What follows belongs to an exercise in optimizing a design on an open flow for small area; a production flow would make more cautious choices. Function was checked by simulation only, so behaviour that the tests miss may differ from the original. Power and IR drop assume default switching activity.

## alu_system
module alu_system (
    input  wire         clk,
    input  wire         reset,
    input  wire  [35:0] i_ctrl,
    output logic [7:0]  o_alu_out,
    output logic [3:0]  o_flags,
    output logic [7:0]  o_address,
    output logic [7:0]  o_mem_data,
    output logic [15:0] o_ir
);
Size in the first run: about 7500 cells after synthesis, ~82 I/O pins, roughly 75000 sq um of cells after synthesis.
clock: 10.0 ns
lec_check: 0
cap_margin: 10
core_margin: 2
core_utilization: 60
cts_buf_list: sky130_fd_sc_hd__clkbuf_8
cts_cluster_diameter: 65
cts_cluster_size: 16
gpl_timing_driven: 0
setup_slack_margin: 0.45
slew_margin: 10
synth_hierarchical: 1
synth_minimum_keep_size: 0
standard.sh (not shown) runs the stock make flow with config.mk's settings and CLKGATE_MAP_FILE= SYNTH_SCRIPT=/design/flow/synth_recipe.tcl, a recipe that flattens the netlist after the stock synthesis.
==> flow/flow/run.sh <==
#!/bin/bash
# Standard ORFS layout, except that after the standard synthesis every
# combinational cell is set to its smallest drive strength; the flow's own
# repair steps then size up only what timing needs.
set -euo pipefail
W=$(pwd)
R=$W/orfs/results/$FLOW_PLATFORM/alu_system/base
LIB=$FLOW_HOME/platforms/$FLOW_PLATFORM/lib/sky130_fd_sc_hd__tt_025C_1v80.lib
bash standard.sh synth > $W/flow_synth.log 2>&1
cp $R/1_2_yosys.v $W/1_2_yosys_orig.v
python3 $W/flow/downsize.py $LIB $R/1_2_yosys.v > $W/flow_downsize.log 2>&1
rm -f $R/1_synth.odb
bash standard.sh REMOVE_ABC_BUFFERS=1 "BUFFER_PORTS_ARGS=-buffer_cell sky130_fd_sc_hd__buf_2" finish > $W/flow_finish.log 2>&1
==> flow/flow/downsize.py <==
# Rewrites a Yosys netlist so that every combinational cell uses the smallest-area
# variant of its function (same cell family, different drive strength).
# Registers keep their cell types. Usage: downsize.py LIB NETLIST
import re, sys
lib = open(sys.argv[1]).read()
area = {m.group(1): float(m.group(2)) for m in
        re.finditer(r'cell\s*\(\s*"?(sky130_fd_sc_hd__\w+)"?\s*\)\s*\{.*?area\s*:\s*([\d.]+)', lib, re.S)}
skip = re.compile(r'sky130_fd_sc_hd__(s?e?df|dl|sdl|clk|tap|fill|decap|conb|lpflow|probe|fa_|ha_|maj)')
fam = {}
for c in area:
    m = re.match(r'(sky130_fd_sc_hd__\w+?)_(\d+)$', c)
    if m and not skip.match(c):
        fam.setdefault(m.group(1), []).append(c)
best = {}
for f, cells in fam.items():
    b = min(cells, key=lambda c: (area[c], int(c.rsplit('_', 1)[1])))
    for c in cells:
        if c != b and area[c] > area[b]:
            best[c] = b
text = open(sys.argv[2]).read()
n = [0]
def sub(m):
    c = m.group(1)
    if c in best:
        n[0] += 1
        return best[c] + m.group(2)
    return m.group(0)
text = re.sub(r'\b(sky130_fd_sc_hd__\w+)(\s+[\\\w])', sub, text)
open(sys.argv[2], 'w').write(text)
print("downsized", n[0], "cells")
Next try:
--- a/flow/config.mk
+++ b/flow/config.mk
@@ -11,6 +11,6 @@
 export CTS_BUF_LIST = sky130_fd_sc_hd__clkbuf_8
-export CTS_CLUSTER_DIAMETER = 65
-export CTS_CLUSTER_SIZE = 16
+export CTS_CLUSTER_DIAMETER = 70
+export CTS_CLUSTER_SIZE = 18
 export GPL_TIMING_DRIVEN = 0
-export SETUP_SLACK_MARGIN = 0.45
+export SETUP_SLACK_MARGIN = 0.3
 export SLEW_MARGIN = 10
Routed wire length barely changes; core utilization went down by 0.11 points; area after synthesis is unchanged; via count stays flat; clock skew went down by 0.0066 ns; register-to-register slack improved by 0.03 ns; total power went down by 0.39%; non-clock buffer count went down by 3; worst setup slack got worse by 0.15 ns.
Next try:
--- a/flow/flow/run.sh
+++ b/flow/flow/run.sh
@@ -1,5 +1,9 @@
 #!/bin/bash
-# Standard ORFS layout, except that after the standard synthesis every
-# combinational cell is set to its smallest drive strength; the flow's own
-# repair steps then size up only what timing needs.
+# Standard ORFS layout with three changes:
+# - after the standard synthesis (run unchanged), every combinational cell is
+#   set to its smallest drive strength (downsize.py); registers keep their
+#   cells, and the flow's repair steps size up only what slew and timing need;
+# - the buffers ABC inserted are removed at floorplan (REMOVE_ABC_BUFFERS);
+# - the port buffers are small buffers instead of delay cells.
+# Each tool's output goes to flow_*.log here; ORFS keeps its own logs in orfs/logs.
 set -euo pipefail
--- a/flow/config.mk
+++ b/flow/config.mk
@@ -7,3 +7,3 @@
 export LEC_CHECK = 0
-export CAP_MARGIN = 10
+export CAP_MARGIN = 0
 export CORE_MARGIN = 2
@@ -15,3 +15,3 @@
 export SETUP_SLACK_MARGIN = 0.3
-export SLEW_MARGIN = 10
+export SLEW_MARGIN = 0
 export SYNTH_HIERARCHICAL = 1
What happened: Routed wire length decreases slightly; utilization climbs by 0.12 points; setup slack is worse by 0.0059 ns; total power hardly moves; critical path depth is higher by 2; synthesized area stays the same; global-route usage is lower by 0.22 points.
Next try:
--- a/flow/config.mk
+++ b/flow/config.mk
@@ -7,3 +7,3 @@
 export LEC_CHECK = 0
-export CAP_MARGIN = 0
+export CAP_MARGIN = 10
 export CORE_MARGIN = 2
@@ -15,3 +15,3 @@
 export SETUP_SLACK_MARGIN = 0.3
-export SLEW_MARGIN = 0
+export SLEW_MARGIN = 10
 export SYNTH_HIERARCHICAL = 1
Outcome: Clock skew fell by 0.0054 ns. First-iteration DRC count hardly moves. Clock power goes down by a few percent. Via count stays flat. Wire length is higher slightly. Cell area hardly moves. Maximum frequency barely changes. Die area stays the same. Sequential cell count does not change.

## port drivers added, routing unchanged
Ports are ideal in the flow. The routed layouts listed here were re-timed in OpenROAD. Step 1 sets driving cells, clkbuf_16 on the clock port and buf_2 on the other inputs (assumed; they add their load-dependent delay and slew). Step 2 also shifts input and output timing later by t, the mid clock arrival at the registers, as if the neighbouring blocks saw the same clock. Three values: no drivers, after step 1, after step 2; two values: the first two.
run | t, ns | slack for setup (ns) | clock arrival spread, ns | slew at the worst register clock pin (ns)
the first run | 0.986 | 0.449 / 0.400 / 0.400 | 0.041 / 0.041 | 0.11 / 0.11
the second run | 0.984 | 0.300 / 0.247 / 0.247 | 0.032 / 0.033 | 0.12 / 0.12
the third run | 0.974 | 0.294 / 0.244 / 0.244 | 0.038 / 0.037 | 0.12 / 0.12
the fourth run | 0.984 | 0.300 / 0.247 / 0.247 | 0.032 / 0.033 | 0.12 / 0.12
After both steps every run listed still meets setup and hold.
